Background: an optimization exercise with open tools, aiming at small area, a short achievable clock period and few clock cycles per item. Do not read the settings as production practice. No functional check of the RTL was part of any run shown here. Power and IR drop assume default switching activity.

[flow/config.mk]
export PLATFORM = sky130hd
export DESIGN_NAME = rgb_matrix_row_scan_controller
export DESIGN_NICKNAME = rgb_matrix_row_scan_controller
export VERILOG_FILES = /design/flow/design.v
export SDC_FILE = /design/flow/constraint.sdc
export NUM_CORES = 4
export LEC_CHECK = 0
export CAP_MARGIN = 20
export CORE_MARGIN = 2
export CORE_UTILIZATION = 70
export CTS_BUF_LIST = sky130_fd_sc_hd__clkbuf_16
export CTS_CLUSTER_DIAMETER = 90
export CTS_CLUSTER_SIZE = 27
export SETUP_SLACK_MARGIN = 4.5
export SLEW_MARGIN = 20
export SYNTH_MEMORY_MAX_BITS = 16384
[flow/run.sh]
#!/bin/bash
# synth_recipe.tcl (not shown) runs the flow's synth.tcl, then flattens the netlist and writes it again
# the make line also repeats each setting of config.mk as NAME=value (left out here)
make -C /OpenROAD-flow-scripts/flow DESIGN_CONFIG=/design/flow/config.mk WORK_HOME=/design/flow/orfs CLKGATE_MAP_FILE= SYNTH_SCRIPT=/design/flow/synth_recipe.tcl finish
[flow/design.v]
`default_nettype none
package rmrs_pkg;
    localparam int RMRS_COLUMNS   = 16;
    localparam int RMRS_ROWS      = 8;
    localparam int RMRS_CHANNELS  = 48;
    localparam int RMRS_MSG_DEPTH = 64;
    localparam int NUM_COLORS = 3;
    localparam int MSG_BLOCK = 16;
    localparam logic [11:0] BRIGHT_RESET = 12'hFFF;
    localparam logic [2:0] CMD_WRITE_COL = 3'd0;
    localparam logic [2:0] CMD_LOAD_MSG  = 3'd1;
    localparam logic [2:0] CMD_SCROLL    = 3'd2;
    localparam logic [2:0] CMD_SCAN      = 3'd3;
    localparam logic [2:0] CMD_BLANK     = 3'd4;
    localparam logic [48*4-1:0] SLOT_COL = {
        4'd8, 4'd9, 4'd9, 4'd10, 4'd11, 4'd11, 4'd12, 4'd13,
        4'd13, 4'd14, 4'd15, 4'd15, 4'd7, 4'd7, 4'd6, 4'd5,
        4'd5, 4'd4, 4'd3, 4'd3, 4'd2, 4'd1, 4'd1, 4'd0,
        4'd0, 4'd0, 4'd1, 4'd2, 4'd2, 4'd3, 4'd4, 4'd4,
        4'd5, 4'd6, 4'd6, 4'd7, 4'd15, 4'd14, 4'd14, 4'd13,
        4'd12, 4'd12, 4'd11, 4'd10, 4'd10, 4'd9, 4'd8, 4'd8
    };
    localparam logic [48*2-1:0] SLOT_CLR = {
        2'd2, 2'd1, 2'd0, 2'd2, 2'd1, 2'd0, 2'd1, 2'd2,
        2'd0, 2'd1, 2'd2, 2'd0, 2'd0, 2'd2, 2'd1, 2'd0,
        2'd2, 2'd1, 2'd0, 2'd1, 2'd2, 2'd0, 2'd1, 2'd2,
        2'd1, 2'd0, 2'd2, 2'd1, 2'd0, 2'd2, 2'd2, 2'd0,
        2'd1, 2'd2, 2'd0, 2'd1, 2'd1, 2'd0, 2'd2, 2'd1,
        2'd0, 2'd2, 2'd2, 2'd0, 2'd1, 2'd2, 2'd0, 2'd1
    };
    typedef struct packed {
        logic [2:0] cmd;
        logic [1:0] color;
        logic [3:0] column;
        logic [7:0] msg_index;
        logic [7:0] value;
        logic [8:0] shift;
        logic [8:0] msg_len;
        logic [2:0] row;
    } t_req;
    typedef struct packed {
        logic [5:0]  channel;
        logic [11:0] level;
        logic [7:0]  row_select;
        logic        last;
    } t_res;
endpackage
`default_nettype wire
`default_nettype none
module rmrs_dp
#(
    parameter int MB = 16,
    parameter int NB  = 64 / MB,
    parameter int PW  = $clog2(MB),
    parameter int BW  = (NB > 1) ? $clog2(NB) : 1,
    parameter int NT  = MB / 16,
    parameter int TW  = (NT > 1) ? $clog2(NT) : 1
) (
    input  wire logic          i_clk,
    input  wire logic [3*NB-1:0] i_we,      
    input  wire logic [7:0]    i_wdata,
    input  wire logic [2:0][BW-1:0] i_rblk,
    input  wire logic [2:0][TW-1:0] i_rtap,
    output logic [2:0][7:0]    o_rdata
);
    logic [2:0][NB-1:0][MB-1:0][7:0] r_ring;
    always_ff @(posedge i_clk) begin
        for (int c = 0; c < 3; c++) begin
            for (int b = 0; b < NB; b++) begin
                if (i_we[c*NB+b]) begin
                    r_ring[c][b][0] <= i_wdata;
                end else begin
                    r_ring[c][b][0] <= r_ring[c][b][MB-1];
                end
                for (int k = 1; k < MB; k++) begin
                    r_ring[c][b][k] <= r_ring[c][b][k-1];
                end
            end
        end
    end
    always_comb begin
        for (int c = 0; c < 3; c++) begin
            o_rdata[c] = r_ring[c][(NB > 1) ? i_rblk[c] : '0][MB - 1 - 16 * ((NT > 1) ? 32'(i_rtap[c]) : 0)];
        end
    end
endmodule
`default_nettype wire
`default_nettype none
module rgb_matrix_row_scan_controller
#(
    parameter int COLUMNS   = rmrs_pkg::RMRS_COLUMNS,
    parameter int ROWS      = rmrs_pkg::RMRS_ROWS,
    parameter int CHANNELS  = rmrs_pkg::RMRS_CHANNELS,
    parameter int MSG_DEPTH = rmrs_pkg::RMRS_MSG_DEPTH
) (
    input  wire logic        i_clk,
    input  wire logic        i_rst_n,
    input  wire logic        start,
    input  rmrs_pkg::t_req             i_req,
    output logic             busy,
    input  wire logic        i_cfg_valid,
    output logic             o_cfg_ready,
    input  wire logic [11:0] i_cfg_data,
    output logic             o_res_strobe,
    output rmrs_pkg::t_res             o_res
);
    localparam int MB = rmrs_pkg::MSG_BLOCK;
    localparam int NB = 64 / MB;
    localparam int PW = $clog2(MB);
    localparam int BW = (NB > 1) ? $clog2(NB) : 1;
    localparam int NT = MB / 16;
    localparam int TW = (NT > 1) ? $clog2(NT) : 1;
    localparam logic [1:0] SC_IDLE  = 2'd0;
    localparam logic [1:0] SC_WAIT  = 2'd1;
    localparam logic [1:0] SC_SHIFT = 2'd2;
    assign o_cfg_ready = 1'b1;
    logic          r_busy;
    logic [PW-1:0] r_phase;         
    logic          r_clear;         
    logic          ph_last;         
    logic [11:0]   r_bright;
    logic          r_wb_v;
    logic          r_wb_msg;
    logic [1:0]    r_wb_color;
    logic [5:0]    r_wb_addr;
    logic [7:0]    r_wb_val;
    logic [2:0][1:0]    r_sc_st;
    logic [2:0][5:0]    r_sc_s;     
    logic [2:0][3:0]    r_sc_l;     
    logic [2:0][3:0]    r_sc_f;     
    logic [2:0][15:0][7:0] r_fr;
    logic [2:0][3:0]    r_cn;
    logic          r_pv;
    logic          r_pfilled;
    logic [3:0]    r_fcnt;
    logic [2:0]    r_prow;
    logic          r_pblank;
    logic [11:0]   r_pbright;
    logic [47:0]   r_pbits;
    logic [46:0]   r_asr;
    logic [11:0]   r_abright;
    logic [3:0]    r_arow;          
    logic          r_strobe;
    logic [5:0]    r_ch;
    logic [11:0]   r_level;
    logic [7:0]    r_rowsel;
    logic          r_last;
    logic       acc;
    logic       color_ok;
    logic [2:0] cmd;
    assign cmd      = i_req.cmd;
    assign acc      = start && !r_busy;    
    assign color_ok = (i_req.color != 2'd3);
    logic any_scroll;
    logic unfilled;
    assign any_scroll = (r_sc_st[0] != SC_IDLE) || (r_sc_st[1] != SC_IDLE) || (r_sc_st[2] != SC_IDLE);
    assign unfilled   = r_pv && !r_pfilled;
    logic rdy_wcol, rdy_load, rdy_scan, rdy_any, rdy_req;
    logic [2:0] rdy_scroll;
    assign rdy_wcol = !r_wb_v && !any_scroll && !unfilled;
    assign rdy_load = !r_wb_v && !any_scroll;
    assign rdy_scan = !r_pv;
    always_comb begin
        for (int c = 0; c < 3; c++) rdy_scroll[c] = (r_sc_st[c] == SC_IDLE) && !unfilled;
    end
    assign rdy_any = rdy_wcol && rdy_load && rdy_scan && rdy_scroll[0] && rdy_scroll[1] && rdy_scroll[2];
    always_comb begin
        rdy_req = 1'b1;
        if (color_ok) begin
            case (cmd)
                rmrs_pkg::CMD_WRITE_COL: rdy_req = rdy_wcol;
                rmrs_pkg::CMD_LOAD_MSG:  rdy_req = rdy_load;
                rmrs_pkg::CMD_SCROLL:    rdy_req = rdy_scroll[i_req.color];
                default: ;
            endcase
        end
        if (cmd == rmrs_pkg::CMD_SCAN || cmd == rmrs_pkg::CMD_BLANK) rdy_req = rdy_scan;
    end
    always_ff @(posedge i_clk) begin
        if (!i_rst_n) begin
            r_busy <= 1'b1;
        end else begin
            r_busy <= acc || r_clear || (start ? !rdy_req : !rdy_any);
        end
    end
    assign busy = r_busy;
    always_ff @(posedge i_clk) begin
        if (!i_rst_n) begin
            r_bright <= rmrs_pkg::BRIGHT_RESET;
        end else if (i_cfg_valid) begin
            r_bright <= i_cfg_data;
        end
    end
    always_ff @(posedge i_clk) begin
        if (!i_rst_n) begin
            r_phase   <= '0;
            r_clear   <= 1'b1;
        end else begin
            r_phase   <= r_phase + 1'b1;
            if (ph_last) r_clear <= 1'b0;
        end
    end
    assign ph_last = (r_phase[3:0] == 4'd15);
    logic [3*NB-1:0] r_mwe;
    logic [2:0]      col_hit;
    always_ff @(posedge i_clk) begin
        for (int c = 0; c < 3; c++) begin
            for (int b = 0; b < NB; b++) begin
                if (!i_rst_n) r_mwe[c*NB+b] <= 1'b0;
                else          r_mwe[c*NB+b] <= r_wb_v && r_wb_msg && (r_wb_color == 2'(c)) &&
                                               (32'(r_wb_addr) / MB == b) &&
                                               (r_wb_addr[PW-1:0] == PW'(r_phase + 1'b1));
            end
            if (!i_rst_n) col_hit[c] <= 1'b0;
            else          col_hit[c] <= r_wb_v && !r_wb_msg && (r_wb_color == 2'(c)) &&
                                        (r_wb_addr[3:0] == 4'(r_cn[c] + 1'b1));
        end
    end
    logic wb_set;
    assign wb_set = acc && color_ok && (cmd == rmrs_pkg::CMD_WRITE_COL ||
                    (cmd == rmrs_pkg::CMD_LOAD_MSG && i_req.msg_index[7:6] == 2'd0));
    always_ff @(posedge i_clk) begin
        if (!i_rst_n) begin
            r_wb_v <= 1'b0;
        end else if (wb_set) begin
            r_wb_v <= 1'b1;
        end else if ((|r_mwe) || (|col_hit)) begin
            r_wb_v <= 1'b0;
        end
    end
    always_ff @(posedge i_clk) begin
        if (!r_wb_v) begin
            r_wb_msg   <= cmd[0];
            r_wb_color <= i_req.color;
            r_wb_addr  <= cmd[0] ? i_req.msg_index[5:0] : {2'b00, i_req.column};
            r_wb_val   <= i_req.value;
        end
    end
    logic [2:0][BW-1:0] rblk;
    logic [2:0][TW-1:0] rtap;
    logic [2:0][7:0]    rdata;
    logic [2:0][5:0]    sc_idx;
    always_comb begin
        for (int c = 0; c < 3; c++) begin
            sc_idx[c] = {sc_low[c] ? sc_hm1[c] : r_sc_s[c][5:4], r_phase[3:0]};
            rblk[c]   = (NB > 1) ? BW'(sc_idx[c] >> PW) : '0;
            rtap[c]   = (NT > 1) ? TW'(PW'(PW'(sc_idx[c]) - r_phase) >> 4) : '0;
        end
    end
    rmrs_dp #(.MB(MB)) u_dp (
        .i_clk    (i_clk),
        .i_we     (r_mwe),
        .i_wdata  (r_wb_val),
        .i_rblk   (rblk),
        .i_rtap   (rtap),
        .o_rdata  (rdata)
    );
    logic [2:0]          sc_go;
    logic [2:0]          sc_valid;
    logic [2:0][3:0]     sc_j0;
    logic [2:0]          sc_low;
    logic [2:0]          sc_vlow;       
    logic [2:0]          sc_vhigh;      
    logic [2:0][1:0]     sc_hm1;
    logic [2:0]          sc_klt;
    logic [4:0] in_s4;
    logic [4:0] in_a;
    logic [3:0] in_f;
    assign in_s4 = i_req.shift[8:4];
    assign in_a  = (i_req.msg_len[8:6] != 3'd0) ? 5'd4 : 5'(i_req.msg_len[5:4]);
    assign in_f  = {(in_s4 == in_a), (in_s4 < in_a),
                    (in_s4 != 5'd0) && (in_s4 == in_a + 5'd1),
                    (in_s4 != 5'd0) && (in_s4 <= in_a)};
    always_comb begin
        for (int c = 0; c < 3; c++) begin
            sc_j0[c]    = 4'd0 - r_sc_s[c][3:0];
            sc_go[c]    = (r_sc_st[c] == SC_WAIT) && !r_wb_v && ph_last;
            sc_hm1[c]   = r_sc_s[c][5:4] - 2'd1;
            sc_low[c]   = (r_phase[3:0] >= r_sc_s[c][3:0]);
            sc_klt[c]   = (r_phase[3:0] < r_sc_l[c][3:0]);
            sc_vlow[c]  = r_sc_f[c][0] || (r_sc_f[c][1] && sc_klt[c]);
            sc_vhigh[c] = r_sc_f[c][2] || (r_sc_f[c][3] && sc_klt[c]);
            sc_valid[c] = sc_low[c] ? sc_vlow[c] : sc_vhigh[c];
        end
    end
    always_ff @(posedge i_clk) begin
        for (int c = 0; c < 3; c++) begin
            if (!i_rst_n) begin
                r_sc_st[c] <= SC_IDLE;
            end else if (acc && cmd == rmrs_pkg::CMD_SCROLL && i_req.color == 2'(c)) begin
                r_sc_st[c] <= SC_WAIT;
            end else if (sc_go[c]) begin
                r_sc_st[c] <= SC_SHIFT;
            end else if (r_sc_st[c] == SC_SHIFT && ph_last) begin
                r_sc_st[c] <= SC_IDLE;
            end
        end
    end
    always_ff @(posedge i_clk) begin
        for (int c = 0; c < 3; c++) begin
            if (r_sc_st[c] == SC_IDLE) begin
                r_sc_s[c] <= i_req.shift[5:0];
                r_sc_l[c] <= (i_req.msg_len[8:6] != 3'd0) ? 4'd0 : i_req.msg_len[3:0];
                r_sc_f[c] <= in_f;
            end
        end
    end
    logic [2:0][7:0] fin;
    always_comb begin
        for (int c = 0; c < 3; c++) begin
            if (r_sc_st[c] == SC_SHIFT)  fin[c] = sc_valid[c] ? rdata[c] : 8'd0;
            else if (col_hit[c])         fin[c] = r_wb_val;
            else if (r_clear)            fin[c] = 8'd0;
            else                         fin[c] = r_fr[c][15];
        end
    end
    always_ff @(posedge i_clk) begin
        for (int c = 0; c < 3; c++) begin
            r_fr[c][0] <= fin[c];
            for (int k = 1; k < 16; k++) r_fr[c][k] <= r_fr[c][k-1];
        end
    end
    always_ff @(posedge i_clk) begin
        for (int c = 0; c < 3; c++) begin
            if (!i_rst_n)      r_cn[c] <= 4'd0;
            else if (sc_go[c]) r_cn[c] <= sc_j0[c];
            else               r_cn[c] <= r_cn[c] + 1'b1;
        end
    end
    logic fill;
    logic [2:0] tbit;
    assign fill = unfilled && !any_scroll && !(r_wb_v && !r_wb_msg) && !r_clear;
    always_comb begin
        for (int c = 0; c < 3; c++) tbit[c] = r_fr[c][15][3'd7 - r_prow];
    end
    logic run_start;
    assign run_start = r_pv && r_pfilled && (!r_strobe || r_last);
    always_ff @(posedge i_clk) begin
        if (!i_rst_n) begin
            r_pv      <= 1'b0;
            r_pfilled <= 1'b0;
            r_fcnt    <= '0;
        end else begin
            if (acc && (cmd == rmrs_pkg::CMD_SCAN || cmd == rmrs_pkg::CMD_BLANK)) begin
                r_pv      <= 1'b1;
                r_pfilled <= (cmd == rmrs_pkg::CMD_BLANK);
            end else if (run_start) begin
                r_pv <= 1'b0;
            end else if (fill && r_fcnt == 4'd15) begin
                r_pfilled <= 1'b1;
            end
            if (fill) r_fcnt <= r_fcnt + 1'b1;
        end
    end
    always_ff @(posedge i_clk) begin
        if (!r_pv) begin
            r_prow    <= i_req.row;
            r_pblank  <= (cmd == rmrs_pkg::CMD_BLANK);
            r_pbright <= (cmd == rmrs_pkg::CMD_BLANK) ? 12'd0 :
                         (i_cfg_valid ? i_cfg_data : r_bright);
        end
    end
    always_ff @(posedge i_clk) begin
        for (int ch = 0; ch < 48; ch++) begin
            if (fill && r_cn[rmrs_pkg::SLOT_CLR[ch*2 +: 2]] == rmrs_pkg::SLOT_COL[ch*4 +: 4]) begin
                r_pbits[ch] <= tbit[rmrs_pkg::SLOT_CLR[ch*2 +: 2]];
            end
        end
    end
    always_ff @(posedge i_clk) begin
        if (!i_rst_n) begin
            r_strobe <= 1'b0;
        end else if (run_start) begin
            r_strobe <= 1'b1;
        end else if (r_last) begin
            r_strobe <= 1'b0;
        end
    end
    always_ff @(posedge i_clk) begin
        if (run_start) begin
            r_ch      <= 6'd0;
            r_last    <= 1'b0;
            r_level   <= r_pbits[0] ? r_pbright : 12'd0;
            r_arow    <= {r_pblank, r_prow};
            r_asr     <= r_pbits[47:1];
            r_abright <= r_pbright;
        end else begin
            r_ch      <= r_ch + 1'b1;
            r_last    <= (r_ch == 6'd46);
            r_level   <= r_asr[0] ? r_abright : 12'd0;
            r_asr     <= {1'b0, r_asr[46:1]};
        end
    end
    assign o_res_strobe      = r_strobe;
    assign o_res.channel     = r_ch;
    assign o_res.level       = r_level;
    logic [3:0] nrow;
    assign nrow = run_start ? {r_pblank, r_prow} : r_arow;
    always_ff @(posedge i_clk) begin
        r_rowsel <= nrow[3] ? 8'd0 : (8'd1 << nrow[2:0]);
    end
    assign o_res.row_select  = r_rowsel;
    assign o_res.last        = r_last;
endmodule
`default_nettype wire
[flow/constraint.sdc]
create_clock -name core_clock -period 7.0 [get_ports {i_clk}]
set_input_delay 1.4000 -clock core_clock [delete_from_list [all_inputs] [get_ports {i_clk}]]
set_output_delay 1.4000 -clock core_clock [all_outputs]
set_load 0.01 [all_outputs]
==> impl_metrics.tcl, run 1 <==
set metrics [dict create \
    critPathBufInv 1 \
    antenna_found_initial 6 \
    crit_slowest_cell "dfxtp_4" \
    slew_violations 0 \
    path_clk_slew_ps 100 \
    grt_usage_pct 23.6 \
    dp_slack_ps 3320 \
    synth_edf_count 135 \
    vias_per_cell 5.29 \
    grt_pass1_vias 24026 \
    max_slew_margin_pct 24.9 \
    firstDrtPassIters 6 \
    min_period_ps 2570 \
    min_period_over_period_pct 36.8 \
    rsz0062_at_grt "true" \
    drc 0 \
    ys_types 69 \
    numCtsBuffers 91 \
    cp.required_ps 5600 \
    start_util_pct 70.9 \
    area_delta_synth_final_pct 9.48 \
    end_kind "output port" \
    final.setup_skew_ps 47.0 \
    cp_max_fo 2 \
    async_flop_share_pct 0 \
    via_count 23564 \
    wl_um 92600 \
    yosys_warnings 2 \
    portBuffers 90 \
    synth_flop_cell "dfxtp_1" \
    grt_pass1_wl_um 139000 \
    rows 100 \
    syn_area_per_cell_um2 15.9 \
    yosys.area.top_type "dfxtp_1" \
    irDropWorstVdd_v 0.000314 \
    crit_chain "buf_6" \
    setup_viol 0 \
    cellLeakagePower_nw 23.1 \
    clock-sinks 2192 \
    root_buffer "clkbuf_16" \
    setup_tns_ps 0 \
    hold_violations 0 \
    insertion_delay_ps 700 \
    hp-class "flop to flop" \
    drtAntennaViolNets 0 \
    synth_top_area_share_pct 77.7 \
    max-cap-violations 0 \
    avgRoutedWirePerCell_um 20.8 \
    die_x_um 279 \
    h-tree-depth 3 \
    drive_gt1_share_pct 11.4 \
    io_pins 92 \
    cts_buffer_depth 3 \
    gp_congestion 0.858 \
    startpoint_type "flop" \
    dp.cells 4291 \
    slowest_delay_ps 380 \
    crit_type "flop to output port" \
    synthCells 3326 \
    run_status "no timing/DRC/antenna violations" \
    synth.area.top_cells "dfxtp_1, edfxtp_1, mux2_2" \
    synth.most_common_cell "dfxtp_1" \
    critical_path_arrival_ps 1170 \
    crit_family "flip-flops" \
    worst_pin_slew_ps 1130 \
    dp_hpwl_um 54800 \
    fin_nets 3568 \
    synth-seq-cells 2192 \
    hold_buffers 0 \
    power_w 0.0192 \
    grt_max_degree 50 \
    core_area_um2 74700 \
    instances_no_fill 4458 \
    grt_overflow 0 \
    synth_area_um2 53000 \
    cts_tree "yes" \
    setup_ws_ps 4430 \
    die_area_um2 77900 \
    syn-num-nets 3432 \
    synth-seq-area-share_pct 85.4 \
    power.density_nw_per_um2 331 \
    drtIter0Drc 1488 \
    die_h_um 279 \
    timing.fmax_mhz 388 \
    synthTopCellsByCount "dfxtp_1, edfxtp_1, mux2_2" \
]
layout by cell type (no fill, tap or decap), types with 6 or more instances in the layout:
cell type | Yosys | layout
clkdlybuf4s50_1 | 0 | 53
nor4_1 | 17 | 17
dfxtp_1 | 2057 | 2035
nor2_4 | 0 | 7
xor2_1 | 17 | 17
nand2b_1 | 9 | 8
mux4_2 | 6 | 6
a2111oi_0 | 25 | 22
o211a_1 | 32 | 32
o32ai_1 | 23 | 20
buf_8 | 0 | 7
mux2i_1 | 17 | 17
clkbuf_16 | 0 | 93
a32oi_1 | 9 | 9
a22oi_1 | 23 | 23
nor3_1 | 48 | 44
mux2_2 | 127 | 127
nand3b_1 | 6 | 6
nand2_1 | 76 | 73
or3_1 | 11 | 11
buf_4 | 3 | 38
o32a_1 | 15 | 15
nor2_1 | 74 | 69
buf_2 | 5 | 11
o31ai_1 | 15 | 15
nand3_1 | 70 | 70
nor2b_1 | 47 | 43
xnor2_1 | 21 | 21
ha_1 | 44 | 42
o21ai_0 | 102 | 100
a21oi_1 | 24 | 22
inv_1 | 79 | 98
buf_6 | 1 | 19
dfxtp_2 | 0 | 17
and3_1 | 8 | 8
edfxtp_1 | 135 | 135
and2_1 | 27 | 26
sequential cells by signal, summed over array words and instances (netlist names), 8 cells and up:
signal,cells
u_dp.r_ring,1536
r_pbits,48
r_sc_l,12
r_sc_s,18
r_fr,384
r_asr,47
r_level,12
r_bright,12
r_sc_f,12
r_wb_val,8
r_abright,12
r_pbright,12
r_cn,12
r_mwe,12
r_rowsel,8
cell type report:
| class | count | area, um^2 |
|---|---|---|
| Antenna cell | 1 | 2.50 |
| Clock buffer | 92 | 2300 |
| Clock inverter | 27 | 211 |
| Fill cell | 4103 | 16700 |
| Inverter | 79 | 300 |
| Multi-Input combinational cell | 955 | 7280 |
| Sequential cell | 2192 | 45300 |
| Tap cell | 969 | 1210 |
| Timing Repair Buffer | 143 | 1430 |
cell families after synthesis:
kind of cell / share of synthesized area, %
simple gates: 4.14
xor+xnor: 0.628
fa+ha+maj: 1.04
buf+inv: 1.51
compound gates: 4.03
mux: 3.28
flops: 85.4
other cells: 0.00708
path summary, 6_finish.rpt:
path | startpoint | to | slack [ps] | depth (start not counted)
setup / recovery | r_strobe | o_res_strobe | 4430 | 1
hold / removal | r_fr[17] | r_fr[25] | 310 | 0
setup reg to reg | r_phase[0] | r_fr[256] | 4570 | 10
hold reg to reg | r_fr[17] | r_fr[25] | 310 | 0
report_power, final:
part           switching [W]  internal (W)  total, W  leakage (nW)
Combinational       0.000271      0.000246  0.000517          3.86
Sequential         0.0000702        0.0126    0.0127          17.9
Clock                0.00357       0.00242   0.00598          1.30
through the flow:
stage	hold slack (ps)	utilization, %	area, um^2
detailed placement	312	73.2	54700
CTS	303	77.1	57600
floorplan	310	-	53000
finish	310	77.7	58000
global route	312	77.7	58000
global placement	310	73.2	54700
layer usage:
metal / vias up / part of all wire [%] / GRT usage (%)
met5: - / 0.037 / 0
met4: 6 / 3.6 / 8.26
met3: 201 / 4.2 / 3.91
met2: 625 / 48 / 39.5
met1: 11473 / 44 / 31.5
li1: 11259 / - / -
timing repair:
item                       4_1_cts  5_1_grt
setup endpoints to repair      199       68
resized for setup              197       42
pin swaps                       15        5
setup buffers                   24       14
cloned                           3        1
==> run 2, diff against run 1 <==
--- a/flow/config.mk
+++ b/flow/config.mk
@@ -6,4 +6,5 @@
 export NUM_CORES = 4
 export LEC_CHECK = 0
+export ABC_AREA = 1
 export CAP_MARGIN = 20
 export CORE_MARGIN = 2
==> impl_metrics.tcl, run 2 <==
set metrics [dict create \
    antenna_found_initial 0 \
    synthCells 3730 \
    synth_flop_cell "dfxtp_1" \
    setup_viol 0 \
    r2r_slack_ps 4570 \
    hold_violations 0 \
    ys_types 49 \
    root_buffer "clkbuf_16" \
    rr_endpoint "r_fr[2]" \
    cp-startpoint "i_req[11]" \
    dp_hpwl_um 59300 \
    largest_reg_flops 1536 \
    grt_overflow 0 \
    die_h_um 278 \
    r2r_cells 13 \
    drc 0 \
    synth.most_common_cell "dfxtp_1" \
    rows 100 \
    cp_max_fo 4 \
    fin_nets 3992 \
    setup_tns_ps 0 \
    portBuffers 90 \
    min_period_over_period_pct 37.6 \
    fillerInstances 4245 \
    syn_area_per_cell_um2 14.1 \
    slew_violations 0 \
    cts_buffer_depth 3 \
    clock-sinks 2192 \
    io_pins 92 \
    final_common_cell "dfxtp_1" \
    clock_power_share_pct 31.3 \
    vias_per_cell 5.05 \
    rsz0062_at_grt "true" \
    worst_pin_slew_ps 995 \
    p_int_w 0.0153 \
    via_count 24664 \
    area_delta_synth_final_pct 9.23 \
    start_util_pct 70.6 \
    cts_tree "yes" \
    synth.area.top_cells "dfxtp_1, edfxtp_1, nand2_1" \
    cp.required_ps 7420 \
    regMostFlops "u_dp.r_ring" \
    drive_gt1_share_pct 6.83 \
    setup_ws_ps 4370 \
    switching_share_pct 20.7 \
    hold_buffers 0 \
    final.setup_skew_ps 40.7 \
    crit_slowest_cell "or3_4" \
    run_status "no timing/DRC/antenna violations" \
    max_slew_margin_pct 33.7 \
    p_comb_share_pct 2.8 \
    dp_slack_ps 3270 \
    end_kind "flop" \
    setup.worst_path.end "r_sc_f[8]" \
    critical_path_arrival_ps 3060 \
    drtAntennaViolNets 0 \
    synth_edf_count 135 \
    die_area_um2 77200 \
    min_period_ps 2630 \
    power.density_nw_per_um2 336 \
    seqPwrFrac_pct 66.0 \
    slowest_delay_ps 440 \
    synth_area_um2 52500 \
    critPathBufInv 4 \
    insertion_delay_ps 680 \
    cellLeakagePower_nw 24.0 \
    wl_um 99000 \
    grt_pass1_wl_um 147000 \
    irDropWorstVdd_v 0.000334 \
    numCtsBuffers 91 \
    synth-seq-cells 2192 \
    r2r-start "r_sc_s[2]" \
    synth-seq-area-share_pct 86.2 \
    drtIter0Drc 2061 \
    path_clk_slew_ps 110 \
    max-cap-violations 0 \
    async_flop_share_pct 0 \
    grt_usage_pct 25.3 \
    core_area_um2 74300 \
    timing.fmax_mhz 380 \
    grt_max_degree 82 \
    grt_pass1_vias 25295 \
    reg_top3 "u_dp.r_ring: 1536 flops, r_fr: 384 flops, r_pbits: 48 flops" \
    crit_type "primary input to flop" \
    layout_common_cells "dfxtp_1, nand2_1, inv_1" \
    die_x_um 278 \
    crit_family "simple AND/OR/NAND/NOR gates" \
    synth_top_area_share_pct 78.4 \
    firstDrtPassIters 7 \
    yosys_warnings 2 \
    synthTopCellsByCount "dfxtp_1, nand2_1, inv_1" \
    cp.depth 10 \
    p_switching_w 0.00399 \
    gp_congestion 0.898 \
    startpoint_type "primary input" \
    yosys.area.top_type "dfxtp_1" \
    crit_chain "buf_6, or3_4, inv_4, nand2_4, ha_4, inv_4, o311ai_4, inv_2, nor2_4, nor2_4" \
    hp-class "flop to flop" \
    h-tree-depth 3 \
    syn-num-nets 3836 \
    avgRoutedWirePerCell_um 20.3 \
]
## run 2: metrics by stage
step	area [um^2]	power [W]	instances	hold slack (ps)	utilization (%)
floorplan	52500	0.0132	3730	310	-
global placement	54400	0.0134	4740	309	73.3
detailed placement	54400	0.0135	4740	312	73.3
CTS	57100	0.0193	4870	300	76.8
global route	57300	0.0198	4881	305	77.2
finish	57300	0.0193	4882	299	77.2
## run 2: cells by family after synthesis
logic type	synth area share [%]
compound gates	2.45
buf+inv	2.41
simple gates	7.47
flops	86.2
other cells	0.00714
fa+ha+maj	1.05
xor+xnor	0.450
## run 2: cell type report
| type | instances | area, um^2 | share of cell area, % |
|---|---|---|---|
| sequential | 2192 | 45300 | 78.9 |
| multi-input combinational | 1216 | 6250 | 10.9 |
| clock buffer | 92 | 2300 | 4.01 |
| tap | 969 | 1210 | 2.11 |
| timing repair buffer | 122 | 1090 | 1.90 |
| inverter | 261 | 995 | 1.73 |
| clock inverter | 27 | 221 | 0.386 |
| timing repair inverter | 2 | 10.0 | 0.0175 |
| antenna | 1 | 2.50 | 0.00436 |
## run 2: repair_timing
| item | in CTS | in global routing |
|---|---|---|
| resized for setup | 175 | 38 |
| cloned | 0 | 2 |
| endpoints found under the setup margin | 111 | 87 |
| setup buffers | 11 | 9 |
| pin swaps | 6 | 11 |
## run 2: power groups by stage
| stage | combinational [W] | sequential [W] | clock, W |
|---|---|---|---|
| final | 0.000533 | 0.0127 | 0.00602 |
| after global routing | 0.000574 | 0.0127 | 0.00653 |
| after CTS | 0.000505 | 0.0127 | 0.00608 |
| after detailed placement | 0.000462 | 0.0130 | 0 |
| after global placement | 0.000443 | 0.0130 | 0 |
| after floorplan | 0.000257 | 0.0130 | 0 |
## run 2: per-layer routing
metal	vias to the layer above	wire length (um)	track usage (%)
met5	-	0	0
met4	0	4050	9.84
met3	210	4230	3.47
met2	677	47000	41.8
met1	11811	43700	34.4
li1	11966	-	-
## run 2: worst min path at each step
stage	from	end	slack, ps	cells after the start
floorplan	r_fr[92]	r_fr[100]	310	0
global placement	u_dp.r_ring[1227]	u_dp.r_ring[1235]	310	0
detailed placement	u_dp.r_ring[1094]	u_dp.r_ring[1102]	310	0
CTS	r_fr[71]	r_fr[79]	300	0
global route	r_fr[71]	r_fr[79]	310	0
finish	r_fr[71]	r_fr[79]	300	0

==> re-timing with driven ports <==
The flow's constraints put no driver on any port. The routed layouts listed below were extracted and timed again, unchanged, in two steps.
Step 1: set_driving_cell puts a clkbuf_16 on i_clk and a buf_2 on each other input, an assumption about the parent block.
Step 2 times the ports against the registers' clock, not the clock port: input delays grow and output delays shrink by t, the midpoint of the rising clock arrivals with the driver on.
a / b / c = ideal ports / drivers / drivers and shift; a / b = the first two.
run	t (ns)	setup slack, ns	hold WS [ns]	latest minus earliest clock arrival (ns)
run 1	0.738	4.426 / 4.361 / 3.807	0.310 / 0.310 / 0.310	0.056 / 0.055
run 2	0.733	4.366 / 4.386 / 3.653	0.299 / 0.299 / 0.299	0.054 / 0.054
After both steps every run listed still meets setup and hold. For run 2, which loses most, drivers alone change the setup slack by +0.020 ns; drivers and shift together by -0.713 ns.
